Source: an optimization exercise on an open RTL-to-GDS flow (aim: small area). Production flows keep margins and buffers that such runs may drop.
In this exercise RTL edits were held to simulation tests only and were not proved equivalent to the original.
Power figures rest on the tool's default switching activity, not on a simulated workload.

**flow/config.mk**
```make
export PLATFORM = sky130hd
export DESIGN_NAME = framestore_manager
export DESIGN_NICKNAME = framestore_manager
export VERILOG_FILES = /design/flow/design.v
export SDC_FILE = /design/flow/constraint.sdc
export NUM_CORES = 4
export LEC_CHECK = 0
export CAP_MARGIN = 20
export CORE_MARGIN = 2
export CORE_UTILIZATION = 40
export SLEW_MARGIN = 20
```
**flow/constraint.sdc**
```tcl
create_clock -name core_clock -period 7.0 [get_ports {internal_ZBT_clock}]
set_input_delay 1.4000 -clock core_clock [delete_from_list [all_inputs] [get_ports {internal_ZBT_clock}]]
set_output_delay 1.4000 -clock core_clock [all_outputs]
set_load 0.01 [all_outputs]
```
**flow/design.v**
```verilog
package zbt_pkg;
	typedef logic [19-1:0] zbt_addr_t;
	typedef logic [32-1:0] zbt_word_t;
	typedef struct packed {
		zbt_addr_t address;
		zbt_word_t write_data;
		logic      write_en;
	} zbt_req_t;
	typedef struct packed {
		zbt_addr_t address;
		logic      busy;
	} fs_read_req_t;
	typedef struct packed {
		zbt_addr_t address;
		zbt_word_t data;
		logic      strobe;
	} dec_write_t;
endpackage
package picture_pkg;
	typedef enum logic [1:0] {
		PIC_I = 2'd1,
		PIC_P = 2'd2,
		PIC_B = 2'd3
	} picture_type_t;
	typedef logic [11:0] image_dim_t;
endpackage
`timescale 1ns/100ps
module mb_write_addresser (
	input  logic                      internal_ZBT_clock,
	input  logic                      resetn,
	input  logic                      address_reset,
	input  picture_pkg::image_dim_t   image_horizontal,
	input  picture_pkg::picture_type_t picture_type,
	input  logic                      yuv_write_en,
	input  logic [7:0]                yuv_write_data,
	output zbt_pkg::dec_write_t       dec_write
);
	logic [1:0]  word_count;    
	logic [3:0]  slot_count;    
	logic [2:0]  block_count;
	logic [7:0]  mb_column;
	logic [15:0] xl;
	logic [14:0] xc;
	logic [7:0]  byte_hh;
	logic [7:0]  byte_hl;
	logic [7:0]  byte_lh;
	logic [7:0]  n;
	logic [10:0] t;             
	logic        step;
	logic        word_end;
	logic        row_end;
	logic        block_end;
	logic        luma;
	logic        last_column;
	logic [7:0]  mb_column_inc;
	assign n = image_horizontal[11:4];
	logic [10:0] t_a;
	logic [10:0] t_b;
	logic [11:0] t_c;
	assign t_a = {n, 3'b000};
	assign t_b = {3'b111, ~n};
	assign t_c[0] = 1'b0;
	for (genvar i = 0; i < 11; i++) begin : g_t
		assign t[i] = t_a[i] ^ t_b[i] ^ t_c[i];
		assign t_c[i+1] = (t_a[i] & t_b[i]) | (t_c[i] & (t_a[i] ^ t_b[i]));
	end
	assign step = yuv_write_en && !address_reset;
	assign word_end = yuv_write_en && (word_count == 2'b11);
	assign row_end = step && (word_count == 2'b11) && slot_count[0];
	assign block_end = (slot_count == 4'hf);
	assign luma = !block_count[2];
	assign mb_column_inc = mb_column + 8'd1;
	assign last_column = (mb_column_inc == n);
	logic [15:0] xl_op;
	logic        xl_ci;
	logic        xl_en;
	logic [15:0] xc_op;
	logic        xc_ci;
	logic        xc_en;
	always_comb begin
		xl_op = {8'd0, n};
		xl_ci = 1'b0;
		xl_en = row_end;
		if (luma) begin
			if (block_end && !block_count[0]) begin
				xl_op = {5'h1f, ~t};
			end else if (block_end && block_count[1]) begin
				xl_en = 1'b0;
			end
		end else if (block_end && block_count[0]) begin
			xl_op = '0;
			xl_ci = 1'b1;
		end else begin
			xl_op = {8'hff, ~n};
			xl_ci = 1'b1;
			xl_en = row_end && !last_column;
		end
	end
	always_comb begin
		xc_op = {8'd0, n};
		xc_ci = 1'b0;
		xc_en = row_end && !luma;
		if (block_end) begin
			if (!block_count[0]) begin
				xc_op = {5'h1f, ~t};
			end else begin
				xc_op = last_column ? 16'd0 : {5'h1f, ~t};
				xc_ci = 1'b1;
			end
		end
	end
	logic [15:0] xl_sum;
	logic [14:0] xc_sum;
	logic [16:0] xl_c;
	logic [15:0] xc_c;
	assign xl_c[0] = xl_ci;
	assign xc_c[0] = xc_ci;
	for (genvar i = 0; i < 16; i++) begin : g_xl
		assign xl_sum[i] = xl[i] ^ xl_op[i] ^ xl_c[i];
		assign xl_c[i+1] = (xl[i] & xl_op[i]) | (xl_c[i] & (xl[i] ^ xl_op[i]));
	end
	for (genvar i = 0; i < 15; i++) begin : g_xc
		assign xc_sum[i] = xc[i] ^ xc_op[i] ^ xc_c[i];
		assign xc_c[i+1] = (xc[i] & xc_op[i]) | (xc_c[i] & (xc[i] ^ xc_op[i]));
	end
	always_ff @(posedge internal_ZBT_clock or negedge resetn) begin
		if (!resetn) begin
			word_count <= '0;
		end else if (address_reset) begin
			word_count <= '0;
		end else if (yuv_write_en) begin
			word_count <= word_count + 2'd1;
		end
	end
	always_ff @(posedge internal_ZBT_clock) begin
		if (address_reset) begin
			slot_count <= '0;
			block_count <= '0;
			mb_column <= '0;
			xl <= '0;
			xc <= '0;
		end else begin
			if (word_end)
				slot_count <= slot_count + 4'd1;
			if (word_end && block_end) begin
				if (block_count == 3'(6 - 1)) begin
					block_count <= '0;
					mb_column <= last_column ? 8'd0 : mb_column_inc;
				end else begin
					block_count <= block_count + 3'd1;
				end
			end
			if (xl_en)
				xl <= xl_sum;
			if (xc_en)
				xc <= xc_sum;
		end
	end
	always_ff @(posedge internal_ZBT_clock) begin
		if (yuv_write_en) begin
			byte_hh <= byte_hl;
			byte_hl <= byte_lh;
			byte_lh <= yuv_write_data;
		end
	end
	assign dec_write.address = luma ? {1'b0, xl, block_count[0], slot_count[0]}
		: {1'b1, block_count[0], 1'b0, xc, slot_count[0]};
	assign dec_write.data = {byte_hh, byte_hl, byte_lh, yuv_write_data};
	assign dec_write.strobe = word_end && (picture_type != picture_pkg::PIC_B);
endmodule
`timescale 1ns/100ps
module frame_bank_sequencer (
	input  logic                       internal_ZBT_clock,
	input  logic                       resetn,
	input  logic                       picture_start,
	input  picture_pkg::picture_type_t picture_type,
	input  logic                       frame_advance,
	input  logic                       audio_sync_in,
	output logic                       prediction_select,
	output logic                       display_select,
	output logic                       display_advance,
	output logic                       audio_sync_out
);
	logic picture_start_d;
	logic frame_advance_d;
	logic hold_phase;        
	logic ref_seen;          
	logic ref_start;
	logic advance_edge;
	assign ref_start = picture_start && !picture_start_d
		&& (picture_type != picture_pkg::PIC_B);
	assign advance_edge = frame_advance && !frame_advance_d;
	always_ff @(posedge internal_ZBT_clock or negedge resetn) begin
		if (!resetn) begin
			picture_start_d <= 1'b0;
			frame_advance_d <= 1'b0;
			prediction_select <= 1'b0;
			ref_seen <= 1'b0;
			audio_sync_out <= 1'b0;
			hold_phase <= 1'b0;
			display_select <= 1'b0;
			display_advance <= 1'b0;
		end else begin
			picture_start_d <= picture_start;
			frame_advance_d <= frame_advance;
			if (ref_start) begin
				prediction_select <= !prediction_select;
				ref_seen <= 1'b1;
				audio_sync_out <= audio_sync_out || ref_seen;
			end
			display_advance <= advance_edge && !hold_phase && audio_sync_in;
			if (advance_edge) begin
				hold_phase <= !hold_phase;
				if (!hold_phase && audio_sync_in)
					display_select <= !display_select;
			end
		end
	end
endmodule
`timescale 1ns/100ps
module bank_port_router (
	input  zbt_pkg::dec_write_t   dec_write,
	input  logic                  prediction_select,
	input  zbt_pkg::zbt_req_t     video_stream,
	input  zbt_pkg::zbt_req_t     audio_stream,
	input  zbt_pkg::fs_read_req_t fs_fwd,
	input  zbt_pkg::fs_read_req_t fs_bwd,
	input  zbt_pkg::zbt_word_t    bank0_read_data,
	input  zbt_pkg::zbt_word_t    bank1_read_data,
	output zbt_pkg::zbt_req_t     bank0,
	output zbt_pkg::zbt_req_t     bank1,
	output logic                  video_stream_access,
	output logic                  audio_stream_access,
	output logic                  framestore_busy,
	output zbt_pkg::zbt_word_t    video_stream_read_data,
	output zbt_pkg::zbt_word_t    audio_stream_read_data,
	output zbt_pkg::zbt_word_t    fs_fwd_data,
	output zbt_pkg::zbt_word_t    fs_bwd_data
);
	logic strobe;
	logic psel;
	logic busy0;
	logic busy1;
	logic v0_sel, d0_sel, f0_sel, b0_sel;
	logic a1_sel, d1_sel, f1_sel, b1_sel;
	assign strobe = dec_write.strobe;
	assign psel = prediction_select;
	assign busy0 = psel ? fs_bwd.busy : fs_fwd.busy;
	assign busy1 = psel ? fs_fwd.busy : fs_bwd.busy;
	assign framestore_busy = strobe;
	assign video_stream_access = !(strobe || busy0);
	assign audio_stream_access = !(strobe || busy1);
	assign v0_sel = video_stream_access;
	assign d0_sel = strobe && psel;
	assign f0_sel = !video_stream_access && !d0_sel && !psel;
	assign b0_sel = !video_stream_access && !d0_sel && psel;
	assign a1_sel = audio_stream_access;
	assign d1_sel = strobe && !psel;
	assign f1_sel = !audio_stream_access && !d1_sel && psel;
	assign b1_sel = !audio_stream_access && !d1_sel && !psel;
	assign bank0.address = ({19{v0_sel}} & video_stream.address)
		| ({19{d0_sel}} & dec_write.address)
		| ({19{f0_sel}} & fs_fwd.address)
		| ({19{b0_sel}} & fs_bwd.address);
	assign bank1.address = ({19{a1_sel}} & audio_stream.address)
		| ({19{d1_sel}} & dec_write.address)
		| ({19{f1_sel}} & fs_fwd.address)
		| ({19{b1_sel}} & fs_bwd.address);
	assign bank0.write_en = v0_sel ? video_stream.write_en : d0_sel;
	assign bank1.write_en = a1_sel ? audio_stream.write_en : d1_sel;
	zbt_pkg::zbt_word_t dec_n;
	assign dec_n = ~({32{strobe}} & dec_write.data);
	assign bank0.write_data = ~(dec_n & ~({32{!strobe}} & video_stream.write_data));
	assign bank1.write_data = ~(dec_n & ~({32{!strobe}} & audio_stream.write_data));
	assign video_stream_read_data = bank0_read_data;
	assign audio_stream_read_data = bank1_read_data;
	assign fs_fwd_data = psel ? bank1_read_data : bank0_read_data;
	assign fs_bwd_data = psel ? bank0_read_data : bank1_read_data;
endmodule
`timescale 1ns/100ps
module framestore_manager (
	input  logic        internal_ZBT_clock,
	input  logic        resetn,
	input  logic        address_reset,
	input  logic [11:0] image_horizontal,
	input  logic [1:0]  picture_type,
	input  logic        yuv_write_en,
	input  logic [7:0]  yuv_write_data,
	input  logic        picture_start,
	input  logic        frame_advance,
	input  logic        audio_sync_in,
	output logic        display_select,
	output logic        display_advance,
	output logic        audio_sync_out,
	input  logic [51:0] video_stream,
	input  logic [51:0] audio_stream,
	input  logic [19:0] fs_fwd,
	input  logic [19:0] fs_bwd,
	input  logic [31:0] bank0_read_data,
	input  logic [31:0] bank1_read_data,
	output logic [51:0] bank0,
	output logic [51:0] bank1,
	output logic        video_stream_access,
	output logic        audio_stream_access,
	output logic        framestore_busy,
	output logic [31:0] video_stream_read_data,
	output logic [31:0] audio_stream_read_data,
	output logic [31:0] fs_fwd_data,
	output logic [31:0] fs_bwd_data
);
	zbt_pkg::zbt_req_t          video_stream_req;
	zbt_pkg::zbt_req_t          audio_stream_req;
	zbt_pkg::fs_read_req_t      fs_fwd_req;
	zbt_pkg::fs_read_req_t      fs_bwd_req;
	zbt_pkg::zbt_req_t          bank0_req;
	zbt_pkg::zbt_req_t          bank1_req;
	picture_pkg::picture_type_t picture_kind;
	assign video_stream_req = video_stream;
	assign audio_stream_req = audio_stream;
	assign fs_fwd_req = fs_fwd;
	assign fs_bwd_req = fs_bwd;
	assign picture_kind = picture_pkg::picture_type_t'(picture_type);
	assign bank0 = bank0_req;
	assign bank1 = bank1_req;
	zbt_pkg::dec_write_t dec_write;
	logic                prediction_select;
	mb_write_addresser mb_write_addresser_i (
		.internal_ZBT_clock (internal_ZBT_clock),
		.resetn             (resetn),
		.address_reset      (address_reset),
		.image_horizontal   (image_horizontal),
		.picture_type       (picture_kind),
		.yuv_write_en       (yuv_write_en),
		.yuv_write_data     (yuv_write_data),
		.dec_write          (dec_write)
	);
	frame_bank_sequencer frame_bank_sequencer_i (
		.internal_ZBT_clock (internal_ZBT_clock),
		.resetn             (resetn),
		.picture_start      (picture_start),
		.picture_type       (picture_kind),
		.frame_advance      (frame_advance),
		.audio_sync_in      (audio_sync_in),
		.prediction_select  (prediction_select),
		.display_select     (display_select),
		.display_advance    (display_advance),
		.audio_sync_out     (audio_sync_out)
	);
	bank_port_router bank_port_router_i (
		.dec_write              (dec_write),
		.prediction_select      (prediction_select),
		.video_stream           (video_stream_req),
		.audio_stream           (audio_stream_req),
		.fs_fwd                 (fs_fwd_req),
		.fs_bwd                 (fs_bwd_req),
		.bank0_read_data        (bank0_read_data),
		.bank1_read_data        (bank1_read_data),
		.bank0                  (bank0_req),
		.bank1                  (bank1_req),
		.video_stream_access    (video_stream_access),
		.audio_stream_access    (audio_stream_access),
		.framestore_busy        (framestore_busy),
		.video_stream_read_data (video_stream_read_data),
		.audio_stream_read_data (audio_stream_read_data),
		.fs_fwd_data            (fs_fwd_data),
		.fs_bwd_data            (fs_bwd_data)
	);
endmodule
```
**flow/flow/run.sh**
```bash
#!/bin/bash
# Standard layout, with the port buffers made of the smallest buffer cell
set -euo pipefail
bash standard.sh "BUFFER_PORTS_ARGS=-buffer_cell sky130_fd_sc_hd__buf_1" finish > standard_flow.log 2>&1
```
**flow/standard.sh**
```bash
#!/bin/bash
# synth_recipe.tcl (not shown) runs the flow's synth.tcl, then flattens the netlist and writes it again
# the make line also repeats each setting of config.mk as NAME=value (left out here)
make -C /OpenROAD-flow-scripts/flow DESIGN_CONFIG=/design/flow/config.mk WORK_HOME=/design/flow/orfs CLKGATE_MAP_FILE= SYNTH_SCRIPT=/design/flow/synth_recipe.tcl "${@:-finish}"
```
==> run notes, run 1 <==
CTS
The CTS tree is built. The clock latency at the later pin of the worst-skew pair is 0.36 ns. The H-tree level count is 3. Clock-pin slew was measured on the worst setup and hold paths at 0.07 ns. The clock root buffer master is clkbuf_16.

TritonCTS created 9 clock buffers. Counting every sink on the clock net gives 80. The clock tree buffer depth is 2. The number of hold buffers added after CTS was 0.

Synthesis
Counting every instance in the synthesized netlist gives 941. The post-synthesis sequential area ratio is 25.3%. The average instance area after synthesis is 7.93 sq um. The cell area after synthesis is 7460 sq um. The number of storage elements in the synthesis netlist is 80. Counting flops with an async set or reset pin after synthesis yields a share of 12.5%.

The most instantiated flip-flop cell in the synthesis netlist is dfxtp_1. Counting flops with a built-in enable in the synthesized netlist gives 24. During synthesis, Yosys emitted a total of 2 warnings. The number of nets in the synthesized netlist is 1,217. The count of different cell masters after synthesis is 59.

Worst setup path
In this design, the critical path's most frequently occurring cell is fa_2. The critical path's largest stage delay is 0.38 ns. The worst path arrival time is 7.48 ns. The top fanout value on the critical path is 3. STA classifies the critical path startpoint as an input pin. The worst setup path is of the in -> reg kind. Walking the worst path, the cells encountered are buf_8 -> nor2_2 -> mux2_4 -> fa_2 -> inv_2 -> fa_2 -> fa_2 -> fa_2 -> fa_2 -> fa_2 -> fa_2 -> fa_2 -> fa_2 -> fa_2 -> fa_2 -> fa_2 -> fa_2 -> fa_2 -> fa_2 -> xnor2_2 -> a311oi_1 -> a41o_1. The worst setup path is captured at a flop. The slowest stage of the critical path is the fa_2 cell.

The data required time of the critical path is 7.25 ns.

Final layout
From synthesis to final layout, the design area changed by 28.6%. The utilization after layout is 52.9%. Of the cells placed in the final design, the portion with a size suffix greater than 1 is 14.2%.

After the last flow step, the layout net total stands at 1,616.

Floorplan
The initial cell density of the core is 41.1%. The floorplan has 49 rows. For this design the top-level I/O count stands at 475. The die span in y is 141 microns.

The total core area is 18,100 sq um. The floorplan step defined a die boundary enclosing 19,800 sq um. In this run the horizontal extent of the chip is 141 microns.

STA
Between clock sinks in the finished design, the worst skew comes to 0.00924 ns. Setup violations remaining at the end of the flow were counted as 3. The final count of pins violating max slew is 0. The worst max-slew margin expressed relative to the limit is 30.0%. The count of final hold-check violations came to 0.

Setup repair after global routing could not meet its margin everywhere. The worst-case hold slack is 0.445 ns. The top achievable clock speed is 138 MHz. Of the available clock period, the critical path in the final layout requires 103%.

The minimum clock period is 7.23 ns. The transition time of the tightest slew-check pin is 1.05 ns. The slack of the critical path is -0.226 ns.

Global routing
The total routing usage reported by global routing is 37.8%. For this run the aggregate overflow at the end of global routing stands at 0. The first global-routing pass estimated 53,200 microns of wire.

Entering global routing, the biggest net connects 76 pins. The number of antenna violations at the first check in global routing is 15. The via count of the first global-routing pass is 8,010.

Drt
The number of detailed-routing iterations run before antenna repair is 6. The count of nets left with antenna violations once routing finished came out at 0. The total routed wirelength is 38,600 microns. The routed wire length per instance is 24.3 microns. Detailed routing placed a total of 19,100 microns of wire on met2. The average vias per placed instance is 5.49. The total length of routed met3 wires is 2370 microns.

Signal routing reaches up to met4. After detailed routing, the number of remaining DRC violations is 0. In the final routing, the length of wire on met1 measures 13,100 microns. The routed layout has 8,716 vias. The initial DRC count is 701.

Pwr
For this design the static power due to leakage is 3.58 nW. The ratio of total power to cell area is 217 nW/um^2. VDD sags by at most 0.145 mV. The design draws 2.08 mW.

Placed design
Input and output buffers added on the ports amount to 470. The global placer's final weighted congestion is 0.989. At the placement stage, the worst setup path has a slack of -0.625 ns. The post-detailed-placement half-perimeter wirelength is 32,600 microns.

Job
The number of max-capacitance violations reported is 0.

Worst hold path
The kind of path behind the tightest hold check is reg -> reg.

Status
The violated checks flagged are setup timing. The flow ran to the end, but the layout failed its checks.
[worst paths after layout]
kind / cells after the start / from / slack [ns] / end
min: 2 / frame_bank_sequencer_i.ref_seen$_DFFE_PN0P_ / 0.45 / frame_bank_sequencer_i.ref_seen$_DFFE_PN0P_
min reg2reg: 2 / frame_bank_sequencer_i.ref_seen$_DFFE_PN0P_ / 0.45 / frame_bank_sequencer_i.ref_seen$_DFFE_PN0P_
max reg2reg: 24 / mb_write_addresser_i.slot_count[1]$_SDFFE_PP0P_ / 0.14 / mb_write_addresser_i.xl[15]$_SDFFE_PP0P_
max: 22 / image_horizontal[4] / -0.23 / mb_write_addresser_i.xl[15]$_SDFFE_PP0P_
max in group asynchronous: 1 / resetn / 5.53 / frame_bank_sequencer_i.prediction_select$_DFFE_PN0P_
min in group asynchronous: 1 / resetn / 1.02 / mb_write_addresser_i.word_count[1]$_DFFE_PN0P_
[metrics by stage]
step / setup TNS, ns / cells / instance area, sq um
final: -0.272 / 1588 / 9600
after CTS: -0.231 / 1574 / 9550
after global placement: -1.63 / 1558 / 9210
after floorplan: -0.533 / 941 / 7560
after global routing: -0.720 / 1585 / 9590
after detailed placement: -1.77 / 1558 / 9210
[cells by family (layout without fill, tap and decap cells)]
| kind of cell | count (synthesis) | after routing | synth area share, % |
|---|---|---|---|
| AOI/OAI and AO/OA | 196 | 196 | 18.2 |
| xor gates and xnor gates | 17 | 17 | 1.99 |
| adders and majority gates | 39 | 39 | 9.86 |
| buffers and inverters | 171 | 575 | 12.4 |
| DFF | 80 | 80 | 25.3 |
| muxes | 72 | 72 | 10.8 |
| other | 0 | 14 | 0 |
| and+or+nand+nor | 366 | 366 | 21.4 |
[routing by layer]
metal / track usage (%) / vias to the layer above
met5: 0 / -
met4: 36.6 / 0
met3: 6.79 / 106
met2: 65.1 / 442
met1: 38.4 / 4133
li1: - / 4035
[worst max-delay path: cells and delay by family]
family | cells | cell delay [ns]
muxes | 1 | 0.15
AOI/OAI and AO/OA | 2 | 0.33
buffers and inverters | 2 | 0.14
adders and majority gates | 15 | 5.20
and+or+nand+nor | 1 | 0.09
xor gates and xnor gates | 1 | 0.15
[cells in the mapped netlist (17+ instances only)]
cell type | number | share of area (%)
a21oi_1 | 29 | 1.9
a222oi_1 | 17 | 2.3
a22oi_1 | 39 | 3.9
a311oi_1 | 17 | 2.0
buf_4 | 65 | 6.5
clkbuf_1 | 39 | 2.0
dfxtp_1 | 46 | 12
edfxtp_1 | 24 | 9.7
fa_1 | 33 | 8.9
inv_1 | 41 | 2.1
mux2_2 | 66 | 10
nand2_1 | 252 | 13
nor2_1 | 41 | 2.1
o21ai_0 | 55 | 3.7
[power by group]
| group | leakage [nW] | internal (mW) | switching, mW | total [mW] |
|---|---|---|---|---|
| logic | 2.71 | 0.402 | 0.655 | 1.06 |
| registers | 0.721 | 0.502 | 0.0132 | 0.516 |
| clock network | 0.149 | 0.284 | 0.227 | 0.511 |
[layout by cell type (no fill, tap or decap), types with 10 or more instances in the layout]
cell and instances:
buf_1 466, nand3_1 10, fa_2 29, nand2_1 250, a21oi_1 29, dfxtp_1 45, diode_2 14, buf_4 47
a222oi_1 17, a311oi_1 17, mux2_2 65, edfxtp_1 24, xnor2_1 10, o21ai_0 54, inv_1 38, a22oi_1 39
nor2_1 39
[cell type report]
class                      instances  area, sq um
antenna                           14         35.0
clock buffer                       9          225
clock inverter                     7         83.8
fill                            1832         8550
inverter                          42          158
multi-input combinational        690         4780
sequential                        80         1900
tap                              229          287
timing repair buffer             517         2140
[what timing repair did]
item                                    in CTS  in global routing
pin swaps                                    1                  0
endpoints found under the setup margin       3                  4
resized for setup                           10                  4
buffers inserted                             0                  0
[sequential cells by signal, indices dropped and copies added, names as in the netlist]
signal and cells:
frame_bank_sequencer_i.audio_sync_out 1, frame_bank_sequencer_i.display_advance 1, frame_bank_sequencer_i.display_select 1, frame_bank_sequencer_i.frame_advance_d 1, frame_bank_sequencer_i.hold_phase 1, frame_bank_sequencer_i.picture_start_d 1, frame_bank_sequencer_i.prediction_select 1, frame_bank_sequencer_i.ref_seen 1
mb_write_addresser_i.block_count 3, mb_write_addresser_i.byte_hh 8, mb_write_addresser_i.byte_hl 8, mb_write_addresser_i.byte_lh 8, mb_write_addresser_i.mb_column 8, mb_write_addresser_i.slot_count 4, mb_write_addresser_i.word_count 2, mb_write_addresser_i.xc 15
mb_write_addresser_i.xl 16
==> run 2: changes to the inputs <==
==> flow/run.sh (new file) <==
#!/bin/bash
# synth_recipe.tcl (not shown) runs the flow's synth.tcl, then flattens the netlist and writes it again
# the make line also repeats each setting of config.mk as NAME=value (left out here)
make -C /OpenROAD-flow-scripts/flow DESIGN_CONFIG=/design/flow/config.mk WORK_HOME=/design/flow/orfs CLKGATE_MAP_FILE= SYNTH_SCRIPT=/design/flow/synth_recipe.tcl finish
removed: flow/flow/run.sh
removed: flow/standard.sh
==> run 2 against run 1 <==
Net effect:
- still fails the layout checks on setup timing
- critical path type unchanged
- clock skew is 0.0018 ns higher
- largest cell class is now buffers
- highest routed layer unchanged
- die area stayed put
- routed wire length is 4.6% higher
- clock-buffer cell count stayed put
==> run notes, run 2 <==
Worst setup path
The family of cells with the greatest summed delay on the critical path is adder cells (unchanged). The kind of start point of the critical path is an input pin (unchanged). The number of buffer and inverter stages on the critical path is 2 (unchanged). Critical path cell sequence: buf_8 -> nor2_4 -> mux2_4 -> fa_2 -> inv_2 -> fa_2 -> fa_2 -> fa_2 -> fa_2 -> fa_2 -> fa_2 -> fa_2 -> fa_2 -> fa_2 -> fa_2 -> fa_2 -> fa_2 -> fa_2 -> fa_2 -> xnor2_2 -> a311oi_1 -> a41o_1 (was buf_8 -> nor2_2 -> mux2_4 -> fa_2 -> inv_2 -> fa_2 -> fa_2 -> fa_2 -> fa_2 -> fa_2 -> fa_2 -> fa_2 -> fa_2 -> fa_2 -> fa_2 -> fa_2 -> fa_2 -> fa_2 -> fa_2 -> xnor2_2 -> a311oi_1 -> a41o_1). The top fanout value on the critical path is 3 (unchanged). The endpoint kind of the worst setup timing path is a flop (unchanged). The category of the critical setup timing path is in -> reg (unchanged). The critical path's largest stage delay came to 0.39 ns (was 0.38 ns). The data required time of the critical path is 7.25 ns (about the same).

The slowest cell on the critical path is fa_2 (unchanged). The worst path arrival time is 7.46 ns (was 7.48 ns). The cell seen most often among critical-path stages is fa_2 (unchanged).

Global routing
The global-route track usage on met1 is 39.4% (was 38.4%). The total routing usage reported by global routing is 39.1% (was 37.8%). The wire length of the first global-routing pass is 56,100 microns (was 53,200 microns).

The number of antenna violations at the first check in global routing came to 23 (was 15). The via count of the first global-routing pass was 8,602 (was 8,010). The global routing met3 resource utilization came to 8.29% (was 6.79%).

The global routing usage on met2 came to 67.7% (was 65.1%). The largest net degree at the start of global routing is 75 (was 76). The most congested layer reported by global routing is met2 (unchanged). The global-route congestion overflow total was 0 (unchanged).

Final layout
The utilization after layout is 69.4% (was 52.9%). The most common library cell in the layout ignoring fill and taps is clkdlybuf4s50_1 (was buf_1). The layout net count is 1,615 (was 1,616). The post-route cell area is 12,600 sq um (was 9600 sq um). The relative area change from synthesis to final layout was 68.7% (was 28.6%).

The non-filler instance count after layout came to 1,597 (was 1,588). The flip-flop count of the largest register after layout came to 16 (unchanged). Leading registers by flop count: mb_write_addresser_i.xl x16, mb_write_addresser_i.xc x15 (unchanged). The register with the most flip-flops is mb_write_addresser_i.xl (unchanged). Commonest cells after routing, fill and taps aside: 462 x clkdlybuf4s50_1, 250 x nand2_1, 65 x mux2_2 (was 466 x buf_1, 250 x nand2_1, 65 x mux2_2).

The fraction of layout cells with a size suffix above 1 was 14.4% (was 14.2%).

Worst hold path
The kind of path behind the tightest hold check was reg -> reg (unchanged).

Pwr
The sequential power share is 20.4% (was 24.7%). The net switching power is 0.911 mW (was 0.895 mW). The clock share of power is 21.5% (was 24.5%). The proportion of power drawn by combinational gates came to 58.1% (was 50.7%). The switching part of the total came to 36.0% (was 43.0%). The ratio of total power to cell area is 201 nW/um^2 (was 217 nW/um^2).

The cell internal power dissipation is 1.62 mW (was 1.19 mW). The leakage power of the design is 4.89 nW (was 3.58 nW). The maximum VDD drop is 0.168 mV (was 0.145 mV).

CTS
The number of hold buffers added after CTS is 0 (unchanged). The total clock sinks came to 80 (unchanged). The clock-pin slew reported for the worst setup and hold paths after clock tree synthesis is 0.07 ns (about the same). The clock root buffer master is clkbuf_16 (unchanged).

The CTS tree is built (unchanged). The clock tree buffer depth was 2 (unchanged). The H-tree level count was 3 (unchanged). The clock latency at the later pin of the worst-skew pair was 0.35 ns (was 0.36 ns). The TritonCTS buffer count was 9 (unchanged).

STA
The final count of pins violating max slew was 0 (unchanged). The setup total negative slack is -0.238 ns (was -0.272 ns). The part of the cycle the worst path needs is 103% (about the same). The worst max-slew margin expressed relative to the limit is 32.0% (was 30.0%). The final setup violation count is 2 (was 3). The top achievable clock speed was 139 MHz (was 138 MHz). The minimum clock period came to 7.21 ns (was 7.23 ns). Unrepaired setup endpoints after global routing: yes (unchanged).

The slack of the critical path is -0.210 ns (was -0.226 ns). The count of final hold-check violations is 0 (unchanged). The worst clock skew came to 0.0110 ns (was 0.00924 ns). The worst-case hold slack was 0.444 ns (was 0.445 ns). The transition time of the tightest slew-check pin is 1.02 ns (was 1.05 ns).

Drt
The initial DRC count came to 784 (was 701). The average vias per placed instance is 5.59 (was 5.49). The post-route DRC violation count came to 0 (unchanged). The total routed wirelength was 40,400 microns (was 38,600 microns). The routed wire length per instance is 25.3 microns (was 24.3 microns). The number of detailed-routing iterations run before antenna repair is 6 (unchanged). The residual antenna-violating net count after detailed routing is 0 (unchanged). The via count is 8,924 (was 8,716).

Synthesis
The number of storage elements in the synthesis netlist was 80 (unchanged). The count of different cell masters after synthesis is 59 (unchanged). The cell area after synthesis is 7460 sq um (unchanged). The average instance area after synthesis is 7.93 sq um (unchanged). The net count after synthesis is 1,217 (unchanged). The count of mapped cells out of synthesis is 941 (unchanged). The number of enable flip-flop cells after synthesis is 24 (unchanged).

The cell taking the most area after synthesis was nand2_1 (unchanged). The post-synthesis sequential area ratio was 25.3% (unchanged). The area share of the leading cell type in the synthesized netlist is 12.7% (unchanged). Most area-consuming cells after synthesis: nand2_1 13%, dfxtp_1 12%, mux2_2 10% (unchanged).

The fraction of registers with async set or reset after synthesis was 12.5% (unchanged). The number of warnings issued by yosys is 2 (unchanged). The most instantiated flip-flop cell in the synthesis netlist is dfxtp_1 (unchanged). Cell types with the highest counts after synthesis: 252 x nand2_1, 66 x mux2_2, 65 x buf_4 (unchanged). The most used standard cell by instance count after synthesis is nand2_1 (unchanged).

Status
Reasons for failing layout checks: setup timing (unchanged). Result of the run: complete, but fails checks (unchanged).

Placed design
The total placed cells including tap cells was 1,556 (was 1,558). The cell area after placement is 12,100 sq um (was 9210 sq um). The post-detailed-placement half-perimeter wirelength is 33,300 microns (was 32,600 microns). The count of input and output buffers is 470 (unchanged).

The global placer's final weighted congestion is 1.03 (was 0.989).

Floorplan
The total core area is 18,100 sq um (unchanged). The die boundary width is 141 microns (unchanged). The die span in y is 141 microns (unchanged).

The number of top-level pins is 475 (unchanged). The standard-cell row count is 49 (unchanged). The initial cell density of the core is 41.1% (unchanged).

The area of the die is 19,800 sq um (unchanged).

Job
The number of max-capacitance violations reported is 0 (unchanged).
## run 2: layout make-up
type | instances | area, sq um
multi-input combinational | 690 | 4810
inverter | 42 | 158
clock inverter | 7 | 106
antenna | 24 | 60.1
timing repair buffer | 516 | 5050
clock buffer | 9 | 225
fill | 1507 | 5550
tap | 229 | 287
sequential | 80 | 1900
## run 2: path summary, 6_finish.rpt
kind | from | endpoint | slack [ns] | cells after the start
min reg2reg | mb_write_addresser_i.byte_lh[7]$_DFFE_PP_ | mb_write_addresser_i.byte_hl[7]$_DFFE_PP_ | 0.44 | 0
max | image_horizontal[4] | mb_write_addresser_i.xl[15]$_SDFFE_PP0P_ | -0.21 | 22
min in group asynchronous | resetn | frame_bank_sequencer_i.audio_sync_out$_DFFE_PN0P_ | 1.40 | 1
max reg2reg | mb_write_addresser_i.slot_count[1]$_SDFFE_PP0P_ | mb_write_addresser_i.xl[15]$_SDFFE_PP0P_ | 0.14 | 24
max in group asynchronous | resetn | frame_bank_sequencer_i.prediction_select$_DFFE_PN0P_ | 5.19 | 1
min | mb_write_addresser_i.byte_lh[7]$_DFFE_PP_ | mb_write_addresser_i.byte_hl[7]$_DFFE_PP_ | 0.44 | 0
## run 2: repair_timing
item                                    in CTS  in global routing
cloned                                       0                  0
endpoints found under the setup margin       5                  4
setup buffers                                1                  0
pin swaps                                    2                  1
gates resized for setup                     20                 16
## run 2: routing by layer
| metal | part of all wire [%] | vias up |
|---|---|---|
| met5 | 0 | - |
| met4 | 9.9 | 0 |
| met3 | 6.6 | 131 |
| met2 | 50 | 527 |
| met1 | 33 | 4222 |
| li1 | - | 4044 |
## run 2: metrics by stage
| stage | total power [mW] | setup slack (ns) |
|---|---|---|
| after global placement | 1.98 | -0.915 |
| after global routing | 2.62 | -0.348 |
| final | 2.53 | -0.210 |
| after detailed placement | 1.98 | -0.962 |
| after floorplan | 1.16 | -0.293 |
| after CTS | 2.52 | -0.202 |
## run 2: logic make-up after synthesis
logic type,share of synthesized area [%]
compound gates,18.2
flops,25.3
fa+ha+maj,9.86
simple gates,21.4
xor+xnor,1.99
buf+inv,12.4
mux,10.8
## run 2: power groups by stage
stage | clock, mW | combinational (mW) | sequential [mW]
detailed placement | 0 | 1.45 | 0.526
finish | 0.545 | 1.47 | 0.517
global route | 0.565 | 1.53 | 0.519
global placement | 0 | 1.45 | 0.526
CTS | 0.545 | 1.46 | 0.517
floorplan | 0 | 0.638 | 0.522
==> run 3: changes to the inputs <==
--- a/flow/design.v
+++ b/flow/design.v
@@ -73,35 +73,32 @@
 	assign last_column = (mb_column_inc == n);
 	logic [15:0] xl_op;
 	logic        xl_ci;
-	logic        xl_en;
 	logic [15:0] xc_op;
 	logic        xc_ci;
-	logic        xc_en;
 	always_comb begin
-		xl_op = {8'd0, n};
+		xl_op = '0;
 		xl_ci = 1'b0;
-		xl_en = row_end;
-		if (luma) begin
-			if (block_end && !block_count[0]) begin
-				xl_op = {5'h1f, ~t};
-			end else if (block_end && block_count[1]) begin
-				xl_en = 1'b0;
+		if (row_end) begin
+			if (luma) begin
+				if (block_end && !block_count[0])
+					xl_op = {5'h1f, ~t};
+				else if (!(block_end && block_count[1]))
+					xl_op = {8'd0, n};
+			end else if (block_end && block_count[0]) begin
+				xl_ci = 1'b1;
+			end else if (!last_column) begin
+				xl_op = {8'hff, ~n};
+				xl_ci = 1'b1;
 			end
-		end else if (block_end && block_count[0]) begin
-			xl_op = '0;
-			xl_ci = 1'b1;
-		end else begin
-			xl_op = {8'hff, ~n};
-			xl_ci = 1'b1;
-			xl_en = row_end && !last_column;
 		end
 	end
 	always_comb begin
-		xc_op = {8'd0, n};
+		xc_op = '0;
 		xc_ci = 1'b0;
-		xc_en = row_end && !luma;
-		if (block_end) begin
-			if (!block_count[0]) begin
+		if (row_end && !luma) begin
+			if (!block_end) begin
+				xc_op = {8'd0, n};
+			end else if (!block_count[0]) begin
 				xc_op = {5'h1f, ~t};
 			end else begin
 				xc_op = last_column ? 16'd0 : {5'h1f, ~t};
@@ -111,18 +108,18 @@
 	end
 	logic [15:0] xl_sum;
 	logic [14:0] xc_sum;
-	logic [16:0] xl_c;
-	logic [15:0] xc_c;
-	assign xl_c[0] = xl_ci;
-	assign xc_c[0] = xc_ci;
-	for (genvar i = 0; i < 16; i++) begin : g_xl
-		assign xl_sum[i] = xl[i] ^ xl_op[i] ^ xl_c[i];
-		assign xl_c[i+1] = (xl[i] & xl_op[i]) | (xl_c[i] & (xl[i] ^ xl_op[i]));
-	end
-	for (genvar i = 0; i < 15; i++) begin : g_xc
-		assign xc_sum[i] = xc[i] ^ xc_op[i] ^ xc_c[i];
-		assign xc_c[i+1] = (xc[i] & xc_op[i]) | (xc_c[i] & (xc[i] ^ xc_op[i]));
-	end
+	logic [15:0] xl_ci_v;      
+	logic [15:0] xl_co;        
+	logic [14:0] xc_ci_v;
+	logic [14:0] xc_co;
+	logic        xl_carry;
+	logic        xc_carry;
+	assign xl_ci_v = {xl_co[14:8], xl_carry, xl_co[6:0], xl_ci};
+	assign xc_ci_v = {xc_co[13:8], xc_carry, xc_co[6:0], xc_ci};
+	assign xl_sum = xl ^ xl_op ^ xl_ci_v;
+	assign xl_co = (xl & xl_op) | (xl_ci_v & (xl ^ xl_op));
+	assign xc_sum = xc ^ xc_op[14:0] ^ xc_ci_v;
+	assign xc_co = (xc & xc_op[14:0]) | (xc_ci_v & (xc ^ xc_op[14:0]));
 	always_ff @(posedge internal_ZBT_clock or negedge resetn) begin
 		if (!resetn) begin
 			word_count <= '0;
@@ -139,6 +136,8 @@
 			mb_column <= '0;
 			xl <= '0;
 			xc <= '0;
+			xl_carry <= 1'b0;
+			xc_carry <= 1'b0;
 		end else begin
 			if (word_end)
 				slot_count <= slot_count + 4'd1;
@@ -150,10 +149,10 @@
 					block_count <= block_count + 3'd1;
 				end
 			end
-			if (xl_en)
-				xl <= xl_sum;
-			if (xc_en)
-				xc <= xc_sum;
+			xl <= xl_sum;
+			xc <= xc_sum;
+			xl_carry <= xl_co[7];
+			xc_carry <= xc_co[7];
 		end
 	end
 	always_ff @(posedge internal_ZBT_clock) begin
==> flow/flow/run.sh (new file) <==
#!/bin/bash
# Standard layout, with the port buffers made of the smallest buffer cell
set -euo pipefail
bash standard.sh "BUFFER_PORTS_ARGS=-buffer_cell sky130_fd_sc_hd__buf_1" finish > standard_flow.log 2>&1
==> flow/standard.sh (new file) <==
#!/bin/bash
# synth_recipe.tcl (not shown) runs the flow's synth.tcl, then flattens the netlist and writes it again
# the make line also repeats each setting of config.mk as NAME=value (left out here)
make -C /OpenROAD-flow-scripts/flow DESIGN_CONFIG=/design/flow/config.mk WORK_HOME=/design/flow/orfs CLKGATE_MAP_FILE= SYNTH_SCRIPT=/design/flow/synth_recipe.tcl "${@:-finish}"
removed: flow/run.sh
==> run 3 against run 2 <==
Net effect:
- now clean on timing, DRC and antenna
- flip-flop and latch count up 2
- routed wire length up 0.58%
- clock-buffer cell count unchanged
- highest routed layer is now met5
==> run notes, run 3 <==
CTS
The TritonCTS buffer count is 9 (unchanged). The number of buffers added for setup after CTS is 0 (was 1). The clock latency at the later pin of the worst-skew pair is 0.36 ns (was 0.35 ns).

The CTS tree is built (unchanged). The number of instances resized during post-cts repair came to 0 (was 20). The clock-pin slew reported for the worst setup and hold paths after clock tree synthesis is 0.07 ns (about the same). The clock root buffer master is clkbuf_16 (unchanged). The clock tree buffer depth is 2 (unchanged). The H-tree level count was 3 (unchanged). The total clock sinks is 82 (was 80). The number of hold buffers added after CTS was 0 (unchanged).

Worst setup path
The category of the critical setup timing path is in -> reg (unchanged). The worst path arrival time came to 6.84 ns (was 7.46 ns). The setup slack of the worst register-to-register path was 1.37 ns (was 0.14 ns). The cell seen most often among critical-path stages was fa_1 (was fa_2). The number of cells on the worst reg-to-reg path is 17 (was 24). The family of cells with the greatest summed delay on the critical path is adder cells (unchanged). The worst setup path endpoint is mb_write_addresser_i.xl[15]$_SDFF_PP0_ (was mb_write_addresser_i.xl[15]$_SDFFE_PP0P_). The number of gates on the worst path with buffers counted is 24 (was 22). The slowest cell on the critical path is fa_1 (was fa_2). The top fanout value on the critical path is 3 (unchanged). The critical path's largest stage delay is 0.43 ns (was 0.39 ns).

The endpoint kind of the worst setup timing path is a flop (unchanged). Critical path cell sequence: buf_1 -> inv_1 -> ha_1 -> inv_1 -> fa_1 -> fa_1 -> fa_1 -> fa_1 -> ha_1 -> a21oi_1 -> fa_1 -> fa_1 -> fa_1 -> inv_1 -> fa_1 -> inv_1 -> fa_1 -> inv_1 -> fa_1 -> fa_1 -> xnor2_1 -> o21ai_0 -> a21oi_1 -> o21ba_1 (was buf_8 -> nor2_4 -> mux2_4 -> fa_2 -> inv_2 -> fa_2 -> fa_2 -> fa_2 -> fa_2 -> fa_2 -> fa_2 -> fa_2 -> fa_2 -> fa_2 -> fa_2 -> fa_2 -> fa_2 -> fa_2 -> fa_2 -> xnor2_2 -> a311oi_1 -> a41o_1). The critical register-to-register path startpoint is mb_write_addresser_i.mb_column[0]$_SDFFE_PP0P_ (was mb_write_addresser_i.slot_count[1]$_SDFFE_PP0P_). The kind of start point of the critical path is an input pin (unchanged). The destination of the worst register-to-register timing path is mb_write_addresser_i.xl[7]$_SDFF_PP0_ (was mb_write_addresser_i.xl[15]$_SDFFE_PP0P_).

The number of buffer and inverter stages on the critical path was 6 (was 2). The worst setup path startpoint is image_horizontal[7] (was image_horizontal[4]). The data required time of the critical path is 7.30 ns (was 7.25 ns).

Floorplan
The initial cell density of the core is 40.8% (was 41.1%). The number of top-level pins was 475 (unchanged). The standard-cell row count was 48 (was 49). The total core area is 17,200 sq um (was 18,100 sq um). The area of the die is 18,700 sq um (was 19,800 sq um). The die boundary width was 137 microns (was 141 microns).

The die span in y is 137 microns (was 141 microns).

STA
The top achievable clock speed came to 153 MHz (was 139 MHz). Unrepaired setup endpoints after global routing: no (was yes). The setup total negative slack is 0 ns (was -0.238 ns). The worst clock skew is 0.00867 ns (was 0.0110 ns). The slack of the critical path came to 0.464 ns (was -0.210 ns). The worst max-slew margin expressed relative to the limit is 43.8% (was 32.0%).

The part of the cycle the worst path needs came to 93.4% (was 103%). The final count of pins violating max slew is 0 (unchanged). The minimum clock period is 6.54 ns (was 7.21 ns). The count of final hold-check violations came to 0 (unchanged). The final setup violation count is 0 (was 2). The transition time of the tightest slew-check pin came to 0.843 ns (was 1.02 ns).

Job
The number of max-capacitance violations reported is 0 (unchanged).

Global routing
The via count of the first global-routing pass is 7,302 (was 8,602). The largest net degree at the start of global routing is 68 (was 75). The global-route congestion overflow total was 0 (unchanged). The total routing usage reported by global routing is 42.0% (was 39.1%). The wire length of the first global-routing pass came to 53,000 microns (was 56,100 microns). The number of antenna violations at the first check in global routing is 10 (was 23).

Status
Result of the run: finished clean (was complete, but fails checks).

Synthesis
The area share of the leading cell type in the synthesized netlist is 13.7% (was 12.7%). The number of enable flip-flop cells after synthesis came to 24 (unchanged). The average instance area after synthesis is 8.19 sq um (was 7.93 sq um). The most used standard cell by instance count after synthesis is nand2_1 (unchanged). The cell taking the most area after synthesis is dfxtp_1 (was nand2_1). The most instantiated flip-flop cell in the synthesis netlist is dfxtp_1 (unchanged).

The count of mapped cells out of synthesis was 859 (was 941). Cell types with the highest counts after synthesis: 239 x nand2_1, 64 x buf_4, 64 x mux2_2 (was 252 x nand2_1, 66 x mux2_2, 65 x buf_4). Most area-consuming cells after synthesis: dfxtp_1 14%, nand2_1 13%, edfxtp_1 10% (was nand2_1 13%, dfxtp_1 12%, mux2_2 10%).

The number of storage elements in the synthesis netlist was 82 (was 80). The net count after synthesis came to 1,135 (was 1,217). The number of warnings issued by yosys is 2 (unchanged). The fraction of registers with async set or reset after synthesis came to 12.2% (was 12.5%). The cell area after synthesis is 7030 sq um (was 7460 sq um). The count of different cell masters after synthesis was 58 (was 59). The post-synthesis sequential area ratio is 27.5% (was 25.3%).

Final layout
The fraction of layout cells with a size suffix above 1 is 8.99% (was 14.4%). The area occupied by registers is 1940 sq um (was 1900 sq um). The number of fill cells is 1,880 (was 1,507). The flip-flop count of the largest register after layout is 16 (unchanged). The relative area change from synthesis to final layout is 25.7% (was 68.7%). The layout net count is 1,517 (was 1,615). The register with the most flip-flops was mb_write_addresser_i.xl (unchanged). The utilization after layout is 51.3% (was 69.4%).

Commonest cells after routing, fill and taps aside: 468 x buf_1, 238 x nand2_1, 64 x mux2_2 (was 462 x clkdlybuf4s50_1, 250 x nand2_1, 65 x mux2_2). The most common library cell in the layout ignoring fill and taps is buf_1 (was clkdlybuf4s50_1). Leading registers by flop count: mb_write_addresser_i.xl x16, mb_write_addresser_i.xc x15 (unchanged). The multi-input gate area in the final layout is 4240 sq um (was 4810 sq um).

Drt
The residual antenna-violating net count after detailed routing is 0 (unchanged). The initial DRC count is 826 (was 784). The routed wire length per instance is 27.5 microns (was 25.3 microns).

The via count was 8,096 (was 8,924). The number of detailed-routing iterations run before antenna repair is 6 (unchanged). The average vias per placed instance is 5.48 (was 5.59).

The post-route DRC violation count is 0 (unchanged). The total routed wirelength is 40,600 microns (was 40,400 microns).

Placed design
The post-detailed-placement half-perimeter wirelength is 34,500 microns (was 33,300 microns). The global placer's final weighted congestion is 0.949 (was 1.03). The count of input and output buffers is 470 (unchanged).

The worst setup slack after placement is 0.168 ns (was -0.962 ns).

Worst hold path
The hold path depth is 2 (was 0). The kind of path behind the tightest hold check is reg -> reg (unchanged).

Pwr
The ratio of total power to cell area is 243 nW/um^2 (was 201 nW/um^2). The maximum VDD drop was 0.145 mV (was 0.168 mV). The leakage power of the design is 3.37 nW (was 4.89 nW).
## run 3: cell types whose count changed after synthesis, sizes merged, moves of 8 or more
| cell | change |
|---|---|
| a221o | +28 |
| buf | -8 |
| nand4 | -8 |
| a222oi | -11 |
| a21oi | -11 |
| a22oi | -31 |
| mux2i | +14 |
| nand2 | -13 |
| a211oi | -8 |
| o21ai | -16 |
| nor2b | +9 |
| a311oi | -17 |
## run 3: kinds of logic (layout without fill, tap and decap cells)
logic type / count (synthesis) / in the layout / share of synthesized area (%)
AOI/OAI and AO/OA: 124 / 124 / 12.8
xor gates and xnor gates: 19 / 19 / 2.58
adders and majority gates: 39 / 39 / 10.5
buffers and inverters: 162 / 549 / 12.4
DFF: 82 / 82 / 27.5
muxes: 85 / 85 / 13.3
other: 0 / 7 / 0
and+or+nand+nor: 348 / 348 / 21.0
## run 3: area by class of cell
class	instances	share of cell area (%)
diodes	7	0.198
clock buffers	9	2.55
clock inverters	7	0.764
inverters	45	1.91
multi-input cells	615	48.0
flip-flops and latches	82	21.9
well taps	225	3.18
repair buffers	488	21.5
## run 3: worst min-delay path by stage
stage | start | slack [ns] | to
finish | frame_bank_sequencer_i.ref_seen$_DFFE_PN0P_ | 0.45 | frame_bank_sequencer_i.ref_seen$_DFFE_PN0P_
global route | mb_write_addresser_i.byte_lh[4]$_DFFE_PP_ | 0.47 | mb_write_addresser_i.byte_hl[4]$_DFFE_PP_
CTS | frame_bank_sequencer_i.ref_seen$_DFFE_PN0P_ | 0.45 | frame_bank_sequencer_i.ref_seen$_DFFE_PN0P_
detailed placement | mb_write_addresser_i.byte_hl[7]$_DFFE_PP_ | 0.43 | mb_write_addresser_i.byte_hh[7]$_DFFE_PP_
global placement | frame_bank_sequencer_i.ref_seen$_DFFE_PN0P_ | 0.43 | frame_bank_sequencer_i.ref_seen$_DFFE_PN0P_
floorplan | frame_bank_sequencer_i.ref_seen$_DFFE_PN0P_ | 0.41 | frame_bank_sequencer_i.ref_seen$_DFFE_PN0P_
## run 3: layer usage
layer | share of wire, % | track usage (%) | vias to the layer above
li1 | - | - | 3619
met1 | 37 | 51.5 | 3861
met2 | 44 | 62.5 | 531
met3 | 13 | 17.5 | 83
met4 | 6.1 | 22.3 | 2
met5 | 0.032 | 0 | -
## run 3: power by group
group	leakage, nW	internal, mW	switching (mW)	total (mW)
registers	0.736	0.513	0.0540	0.567
logic	2.49	0.399	0.706	1.11
clock network	0.140	0.249	0.227	0.476
total	3.37	1.16	0.986	2.15
## run 3: stage by stage
step | total power [mW] | hold slack, ns | cell area [sq um] | cells
floorplan | 1.17 | 0.414 | 7030 | 859
global placement | 1.65 | 0.429 | 8530 | 1455
detailed placement | 1.65 | 0.434 | 8530 | 1455
CTS | 2.13 | 0.449 | 8820 | 1471
global route | 2.21 | 0.469 | 8830 | 1475
finish | 2.15 | 0.446 | 8840 | 1478
## run 3: tightest hold or removal path: cells and delay by family, from the launching register on
kind,cells,cell delay [ns]
and+or+nand+nor,1,0.05
buffers and inverters,1,0.05
DFF,1,0.32
==> run 4: changes to the inputs <==
==> flow/flow/run.sh (replaced) <==
#!/bin/bash
# Standard synthesis, then an area-oriented re-mapping of its
# combinational logic (every flip-flop, adder and tie cell of the
# standard synthesis is kept as it is, with its name), then the
# standard layout with the port buffers made of the smallest buffer.
set -euo pipefail
PORTBUF="BUFFER_PORTS_ARGS=-buffer_cell sky130_fd_sc_hd__buf_1"
RES=orfs/results/${FLOW_PLATFORM}/framestore_manager/base
LIB=${FLOW_HOME}/platforms/${FLOW_PLATFORM}/lib/sky130_fd_sc_hd__tt_025C_1v80.lib
YOSYS=$(command -v yosys || echo ${FLOW_HOME}/../tools/install/yosys/bin/yosys)

bash standard.sh "$PORTBUF" synth > synth.log 2>&1

DONT_USE=$(sed -n '/^export DONT_USE_CELLS/,/^#/p' ${FLOW_HOME}/platforms/${FLOW_PLATFORM}/config.mk \
	| grep -o 'sky130_fd_sc_hd__[a-z0-9_]*' | sed 's/^/-dont_use /' | tr '\n' ' ')
cp $RES/1_2_yosys.v standard_synth.v
printf 'strash\ndc2\ndch\namap\n' > remap.abc
cat > remap.ys <<EOY
read_liberty -ignore_miss_func $LIB
read_verilog standard_synth.v
hierarchy -top ${FLOW_TOP}
setattr -mod -set keep_hierarchy 1 sky130_fd_sc_hd__df* sky130_fd_sc_hd__edf* sky130_fd_sc_hd__sdf* sky130_fd_sc_hd__sedf* sky130_fd_sc_hd__fa_* sky130_fd_sc_hd__ha_* sky130_fd_sc_hd__conb_*
flatten
opt -purge
abc -liberty $LIB $DONT_USE -script remap.abc
opt_clean -purge
hilomap -singleton -hicell sky130_fd_sc_hd__conb_1 HI -locell sky130_fd_sc_hd__conb_1 LO
splitnets
opt_clean -purge
tee -o remap_stat.txt stat -liberty $LIB
select ${FLOW_TOP}
write_verilog -noattr -nohex -nodec -selected remapped.v
EOY
$YOSYS -c /dev/null > /dev/null 2>&1 || true
$YOSYS remap.ys > remap.log 2>&1
cp remapped.v $RES/1_2_yosys.v

bash standard.sh "$PORTBUF" finish > standard_flow.log 2>&1
--- a/flow/config.mk
+++ b/flow/config.mk
@@ -8,4 +8,6 @@
 export CAP_MARGIN = 20
 export CORE_MARGIN = 2
 export CORE_UTILIZATION = 40
+export CTS_BUF_LIST = sky130_fd_sc_hd__clkbuf_4
+export CTS_CLUSTER_SIZE = 30
 export SLEW_MARGIN = 20
==> run 4 against run 3 <==
Net effect:
- the flow now stops in I/O pin placement
- synthesized area fell by 16%
- synthesized cell count down 24%
==> run notes, run 4 <==
Synthesis
The number of warnings issued by yosys is 2 (unchanged). The average instance area after synthesis is 9.14 sq um (was 8.19 sq um). The net count after synthesis is 925 (was 1,135). The cell area after synthesis is 5930 sq um (was 7030 sq um). The count of mapped cells out of synthesis is 649 (was 859).

Floorplan
The die boundary width is 126 microns (was 137 microns). The initial cell density of the core is 40.8% (about the same). The die span in y is 126 microns (was 137 microns).

The standard-cell row count is 44 (was 48).

Status
Result of the run: stopped before the end (was finished clean). The tool reported: "[ERROR PPL-0024] Number of IO pins (475) exceeds maximum number of available positions (448). Increase the die perimeter from 503.16um to 646.00um". It got as far as I/O pin placement and failed there.
==> run 5: changes to the inputs <==
--- a/flow/flow/run.sh
+++ b/flow/flow/run.sh
@@ -5,6 +5,8 @@
 # standard layout with the port buffers made of the smallest buffer.
 set -euo pipefail
 PORTBUF="BUFFER_PORTS_ARGS=-buffer_cell sky130_fd_sc_hd__buf_1"
+# Clock tree of small buffers, without dummy loads
+CTS="CTS_ARGS=-sink_clustering_enable -repair_clock_nets -dont_use_dummy_load -buf_list {sky130_fd_sc_hd__clkbuf_8} -sink_clustering_size 20"
 RES=orfs/results/${FLOW_PLATFORM}/framestore_manager/base
 LIB=${FLOW_HOME}/platforms/${FLOW_PLATFORM}/lib/sky130_fd_sc_hd__tt_025C_1v80.lib
 YOSYS=$(command -v yosys || echo ${FLOW_HOME}/../tools/install/yosys/bin/yosys)
@@ -14,7 +16,7 @@
 DONT_USE=$(sed -n '/^export DONT_USE_CELLS/,/^#/p' ${FLOW_HOME}/platforms/${FLOW_PLATFORM}/config.mk \
 	| grep -o 'sky130_fd_sc_hd__[a-z0-9_]*' | sed 's/^/-dont_use /' | tr '\n' ' ')
 cp $RES/1_2_yosys.v standard_synth.v
-printf 'strash\ndc2\ndch\namap\n' > remap.abc
+printf 'strash\ndc2\ndch\namap\nstrash\ndch\namap\n' > remap.abc
 cat > remap.ys <<EOY
 read_liberty -ignore_miss_func $LIB
 read_verilog standard_synth.v
@@ -31,8 +33,7 @@
 select ${FLOW_TOP}
 write_verilog -noattr -nohex -nodec -selected remapped.v
 EOY
-$YOSYS -c /dev/null > /dev/null 2>&1 || true
 $YOSYS remap.ys > remap.log 2>&1
 cp remapped.v $RES/1_2_yosys.v
 
-bash standard.sh "$PORTBUF" finish > standard_flow.log 2>&1
+bash standard.sh "$PORTBUF" "$CTS" finish > standard_flow.log 2>&1
==> flow/config.mk (replaced) <==
export PLATFORM = sky130hd
export DESIGN_NAME = framestore_manager
export DESIGN_NICKNAME = framestore_manager
export VERILOG_FILES = /design/flow/design.v
export SDC_FILE = /design/flow/constraint.sdc
export NUM_CORES = 4
export LEC_CHECK = 0
export CAP_MARGIN = 0
export CORE_MARGIN = 2
export CORE_UTILIZATION = 25
export SLEW_MARGIN = 0
==> run 5 against run 4 <==
Net effect:
- now clean on timing, DRC and antenna
- synthesized cell count decreased by 0.77%
- synthesized area is 0.53% lower
==> run notes, run 5 <==
Status
Result of the run: finished clean (was stopped before the end).

Drt
Dividing the detail-routed wire length by the instance count gives 19.6 microns. The pre-antenna-repair detailed-routing pass consisted of 5 iterations. The average vias per placed instance is 5.19. The total length of routed met3 wires is 2590 microns. The total routed wirelength is 28,800 microns. The highest routing layer actually used is met5. In this run the remaining antenna-violating nets after routing total 0. The wire length on met1 is 12,200 microns. In the routed design, unresolved DRC markers number 0.

For this block, the via count after detailed routing is 7,604. The initial DRC count is 678. After detailed routing, the met2 layer carries 13,400 microns of wire.

Placed design
Buffers placed on the I/O ports in this run total 470. In this run, placement finished with an instance count of 1,452. The post-detailed-placement half-perimeter wirelength is 23,300 microns.

The congestion estimate from routability-driven global placement came to 0.946.

Global routing
The number of antenna violations at the first check in global routing is 5. The wire length of the first global-routing pass is 39,800 microns. For this run the aggregate overflow at the end of global routing stands at 0. The largest net degree at the start of global routing is 73. The via count of the first global-routing pass is 6,440.

In the global route stage, overall resource usage came out at 21.5%.

Floorplan
The die covers 24,900 sq um. For this design the top-level I/O count stands at 475. The initial cell density of the core is 25.3% (was 40.8%). The die span in y is 158 microns (was 126 microns). The die boundary width is 158 microns (was 126 microns). The standard-cell row count was 56 (was 44). The total core area is 23,300 sq um.

STA
Setup violations remaining at the end of the flow were counted as 0. The part of the cycle the worst path needs is 92.9%. The setup total negative slack is 0 ns. The worst clock skew is 0.0155 ns. Setup repair after global routing left no endpoint under its margin. The transition time of the tightest slew-check pin is 1.05 ns. The worst max-slew margin expressed relative to the limit is 30.3%. The count of final hold-check violations is 0. The top achievable clock speed is 154 MHz.

The final count of pins violating max slew is 0. The minimum clock period is 6.50 ns. Hold is met by 0.465 ns.

Worst setup path
STA puts the critical path data arrival time at 6.79 ns. The category of the critical setup timing path is in -> reg. Along the worst path, the maximum fanout reaches 4. STA classifies the critical path endpoint as a flop. The kind of start point of the critical path is an input pin. Data on the critical path is required at its endpoint by 7.29 ns.

Synthesis
The net count after synthesis came to 920 (was 925). The average instance area after synthesis is 9.16 sq um (was 9.14 sq um). The count of mapped cells out of synthesis is 644 (was 649). The cell area after synthesis is 5900 sq um (was 5930 sq um). The number of warnings issued by yosys is 2 (unchanged).

Final layout
The multi-input gate area in the final layout is 3630 sq um. The sequential cells in the finished layout cover a total of 1930 sq um. For this run, the number of standard cells in the final layout without fillers is 1,464.

The fraction of layout cells with a size suffix above 1 is 3.42%. In the layout the commonest cells are 467 x buf_1, 94 x clkinv_1, 67 x o22a_1. The register with the most flip-flops in the final layout is mb_write_addresser_i.xl. The filler cells instantiated in the layout total 2,522. The register with the most flip-flops in the layout has 16 of them. Leaving out fill and tap cells, the most frequent cell in the layout is buf_1. The largest registers in the layout are mb_write_addresser_i.xl x16, mb_write_addresser_i.xc x15. The layout net count is 1,420. The relative area change from synthesis to final layout is 41.8%.

CTS
For this design, the CTS-stage hold fixing added 0 buffers. Once the clock tree was built, the resizer swapped 0 gates to a different size. Clock tree synthesis found a total of 82 sinks.

TritonCTS built the clock tree. The clock-pin slew reported for the worst setup and hold paths after clock tree synthesis is 0.07 ns. In this run, CTS created clock tree buffers numbering 9. The clock tree buffer depth is 2. The later pin in the worst-skew pair is clocked with a latency of 0.38 ns. In this run the post-CTS setup repair buffer count came out at 0. The root buffer cell chosen for the clock tree is clkbuf_8. The clock tree synthesis step divided the H-tree into 3 levels.

Pwr
Dividing total power by cell area gives a power density of 179 nW/um^2. The maximum VDD drop is 0.0811 mV. The leakage power of the design is 2.85 nW.

Worst hold path
The kind of path behind the tightest hold check is reg -> reg.

Job
The number of max-capacitance violations reported is 0.
run 5: routing by layer:
| metal | GRT usage [%] | up-vias |
|---|---|---|
| met5 | 0 | - |
| met4 | 6.49 | 4 |
| met3 | 7.45 | 35 |
| met2 | 32.9 | 357 |
| met1 | 28.5 | 3693 |
| li1 | - | 3515 |
run 5: final timing paths:
check                                                           startpoint                                                   end  slack [ns]  cells after the start
hold reg to reg            mb_write_addresser_i.slot_count[3]$_SDFFE_PP0P_       mb_write_addresser_i.slot_count[3]$_SDFFE_PP0P_        0.47                      2
min in group asynchronous                                           resetn      frame_bank_sequencer_i.picture_start_d$_DFF_PN0_        0.98                      1
hold / removal             mb_write_addresser_i.slot_count[3]$_SDFFE_PP0P_       mb_write_addresser_i.slot_count[3]$_SDFFE_PP0P_        0.47                      2
max in group asynchronous                                           resetn  frame_bank_sequencer_i.prediction_select$_DFFE_PN0P_        5.61                      1
setup reg to reg            mb_write_addresser_i.mb_column[0]$_SDFFE_PP0P_                 mb_write_addresser_i.xc[7]$_SDFF_PP0_        1.06                     23
setup / recovery                                       image_horizontal[7]                mb_write_addresser_i.xl[15]$_SDFF_PP0_        0.50                     24
run 5: metrics by stage:
step | setup WS [ns] | utilization, % | instance area, sq um | power, mW
2_1_floorplan | 0.362 | - | 5910 | 0.898
3_3_place_gp | 0.205 | 35.3 | 8240 | 1.22
3_5_place_dp | 0.148 | 35.3 | 8240 | 1.23
4_1_cts | 0.500 | 35.8 | 8360 | 1.51
5_1_grt | 0.231 | 35.9 | 8370 | 1.59
6_report | 0.499 | 35.9 | 8370 | 1.50
run 5: critical path, cell delays in order:
cell      delay, ns
buf_1          0.10
clkinv_1       0.11
ha_1           0.17
clkinv_1       0.07
fa_1           0.39
fa_1           0.39
fa_1           0.40
fa_1           0.40
ha_1           0.31
o21ai_0        0.11
fa_1           0.40
fa_1           0.42
fa_1           0.41
clkinv_1       0.07
fa_1           0.18
clkinv_1       0.08
fa_1           0.41
clkinv_1       0.08
fa_1           0.20
fa_1           0.22
nor2_1         0.06
a21oi_1        0.16
nor2_1         0.06
a211oi_1       0.18
run 5: area by class of cell:
| class | instances | share of cell area [%] |
|---|---|---|
| timing repair buffer | 489 | 22.9 |
| tap | 319 | 4.77 |
| sequential | 82 | 23.1 |
| inverter | 96 | 4.32 |
| clock buffer | 9 | 1.48 |
| antenna | 3 | 0.0897 |
| multi-input combinational | 466 | 43.4 |
run 5: power by group:
part	leakage (nW)	switching [mW]	total (mW)	internal (mW)
Clock	0.0647	0.164	0.279	0.115
Combinational	2.05	0.440	0.697	0.256
Sequential	0.738	0.0133	0.524	0.511
Total	2.85	0.618	1.50	0.882
==> run 6: changes to the inputs <==
--- a/flow/flow/run.sh
+++ b/flow/flow/run.sh
@@ -16,7 +16,7 @@
 DONT_USE=$(sed -n '/^export DONT_USE_CELLS/,/^#/p' ${FLOW_HOME}/platforms/${FLOW_PLATFORM}/config.mk \
 	| grep -o 'sky130_fd_sc_hd__[a-z0-9_]*' | sed 's/^/-dont_use /' | tr '\n' ' ')
 cp $RES/1_2_yosys.v standard_synth.v
-printf 'strash\ndc2\ndch\namap\nstrash\ndch\namap\n' > remap.abc
+printf 'strash\ndc2\ndch\namap\n' > remap.abc
 cat > remap.ys <<EOY
 read_liberty -ignore_miss_func $LIB
 read_verilog standard_synth.v
--- a/flow/config.mk
+++ b/flow/config.mk
@@ -5,7 +5,7 @@
 export SDC_FILE = /design/flow/constraint.sdc
 export NUM_CORES = 4
 export LEC_CHECK = 0
-export CAP_MARGIN = 0
+export CAP_MARGIN = 20
 export CORE_MARGIN = 2
 export CORE_UTILIZATION = 25
-export SLEW_MARGIN = 0
+export SLEW_MARGIN = 20
==> run 6 against run 5 <==
Net effect:
- critical path depth decreased by 4
- register-to-register slack improved by 0.32 ns
- sequential power about the same
- design area about the same
- worst hold slack improved by 0.014 ns
- still clean
- synthesized cell count increased by 0.78%
==> run notes, run 6 <==
Status
Result of the run: finished clean (unchanged).

Final layout
The relative area change from synthesis to final layout was 41.0% (was 41.8%). The most common library cell in the layout ignoring fill and taps is buf_1 (unchanged). The flip-flop count of the largest register after layout is 16 (unchanged). Commonest cells after routing, fill and taps aside: 466 x buf_1, 95 x clkinv_1, 72 x nor2_1 (was 467 x buf_1, 94 x clkinv_1, 67 x o22a_1). Leading registers by flop count: mb_write_addresser_i.xl x16, mb_write_addresser_i.xc x15 (unchanged). The fraction of layout cells with a size suffix above 1 is 2.72% (was 3.42%).

Drt
The routed wire length per instance was 24.6 microns (was 19.6 microns). The initial DRC count is 709 (was 678). The residual antenna-violating net count after detailed routing is 0 (unchanged). The total routed wirelength is 36,100 microns (was 28,800 microns).

STA
The part of the cycle the worst path needs is 91.5% (was 92.9%). Unrepaired setup endpoints after global routing: no (unchanged). The setup total negative slack is 0 ns (unchanged). The transition time of the tightest slew-check pin is 1.11 ns (was 1.05 ns).

The worst max-slew margin expressed relative to the limit is 26.1% (was 30.3%). The final count of pins violating max slew is 0 (unchanged). The minimum clock period is 6.40 ns (was 6.50 ns). The final setup violation count is 0 (unchanged). The worst clock skew is 0.0233 ns (was 0.0155 ns).

Floorplan
The die boundary width is 158 microns (about the same). The area of the die was 25,000 sq um (was 24,900 sq um). The die span in y was 158 microns (about the same). The total core area was 23,400 sq um (was 23,300 sq um).

The standard-cell row count is 56 (unchanged).

CTS
The clock latency at the later pin of the worst-skew pair is 0.37 ns (was 0.38 ns). The total clock sinks came to 82 (unchanged). The number of buffers added for setup after CTS is 0 (unchanged). The CTS tree is built (unchanged). The clock tree buffer depth is 2 (unchanged). The H-tree level count came to 3 (unchanged).

Pwr
The maximum VDD drop is 0.0732 mV (was 0.0811 mV). The leakage power of the design is 2.80 nW (was 2.85 nW). The ratio of total power to cell area is 189 nW/um^2 (was 179 nW/um^2).

Worst setup path
The endpoint kind of the worst setup timing path is a flop (unchanged). The top fanout value on the critical path is 5 (was 4). The data required time of the critical path is 7.24 ns (was 7.29 ns). The kind of start point of the critical path is an input pin (unchanged).

Synthesis
The average instance area after synthesis was 9.14 sq um (was 9.16 sq um). The net count after synthesis is 925 (was 920). The cell area after synthesis was 5930 sq um (was 5900 sq um).

Worst hold path
The kind of path behind the tightest hold check is reg -> reg (unchanged).

Global routing
The total routing usage reported by global routing is 27.6% (was 21.5%). The number of antenna violations at the first check in global routing was 12 (was 5). The largest net degree at the start of global routing was 73 (unchanged).

The wire length of the first global-routing pass is 47,900 microns (was 39,800 microns). The global-route congestion overflow total is 0 (unchanged).

Placed design
The global placer's final weighted congestion is 0.918 (was 0.946). The post-detailed-placement half-perimeter wirelength is 30,200 microns (was 23,300 microns).
[run 6: worst reg2reg max path: stages (launching register included)]
cell and delay, ns:
dfxtp_1 0.41, ha_1 0.25, nand2_1 0.11, nor2_1 0.16
clkinv_1 0.11, o22ai_1 0.19, nor2b_1 0.07, o221ai_1 0.16
nor3_1 0.13, nor2_1 0.17, clkinv_1 0.09, o21ai_0 0.16
o21ai_0 0.18, fa_1 0.42, fa_1 0.43, fa_1 0.48
fa_1 0.46, fa_1 0.43, clkinv_1 0.07, fa_1 0.19
fa_1 0.18, clkinv_1 0.08, fa_1 0.54, nor2_1 0.04
[run 6: per-stage QoR]
step                      setup WS, ns  area [sq um]  cells  total power [mW]
after floorplan                  0.368          5940    649             0.900
after global placement           0.226          8210   1449              1.31
after detailed placement         0.200          8210   1449              1.32
after CTS                        0.591          8330   1458              1.60
after global routing             0.289          8360   1464              1.66
final                            0.597          8370   1465              1.58
[run 6: final timing paths]
check | startpoint | endpoint | slack [ns] | cells after the start
worst max register to register | mb_write_addresser_i.mb_column[0]$_SDFFE_PP0P_ | mb_write_addresser_i.xc[7]$_SDFF_PP0_ | 1.38 | 23
min in group asynchronous | resetn | mb_write_addresser_i.word_count[1]$_DFFE_PN0P_ | 1.05 | 1
worst min-delay path | mb_write_addresser_i.byte_hl[2]$_DFFE_PP_ | mb_write_addresser_i.byte_hh[2]$_DFFE_PP_ | 0.48 | 0
max in group asynchronous | resetn | frame_bank_sequencer_i.prediction_select$_DFFE_PN0P_ | 5.45 | 1
worst max-delay path | image_horizontal[4] | mb_write_addresser_i.xl[14]$_SDFF_PP0_ | 0.60 | 20
worst min register to register | mb_write_addresser_i.byte_hl[2]$_DFFE_PP_ | mb_write_addresser_i.byte_hh[2]$_DFFE_PP_ | 0.48 | 0
[run 6: per-layer routing]
layer  up-vias  wire, microns  GRT usage (%)
met5         -             13              0
met4         2           2250           15.1
met3        60           2370           5.50
met2       379          19400           52.7
met1      3689          12000           28.0
li1       3518              -              -
[run 6: area by class of cell]
cell class	count	area, sq um
fillers	2524	15000
repair buffers	481	1860
well taps	319	399
diodes	7	17.5
clock buffers	9	124
flip-flops and latches	82	1930
multi-input cells	470	3670
inverters	97	365
[run 6: power breakdown]
group | internal [mW] | switching [mW]
Sequential | 0.511 | 0.0131
Combinational | 0.256 | 0.523
Clock | 0.115 | 0.163

Check on run 6: ideal ports give 0.597 ns setup slack; a clkbuf_16 on the clock port and buf_2 on the inputs give 0.616 ns; moving port delays by the midpoint clock arrival (0.402 ns) as well gives 0.214 ns.
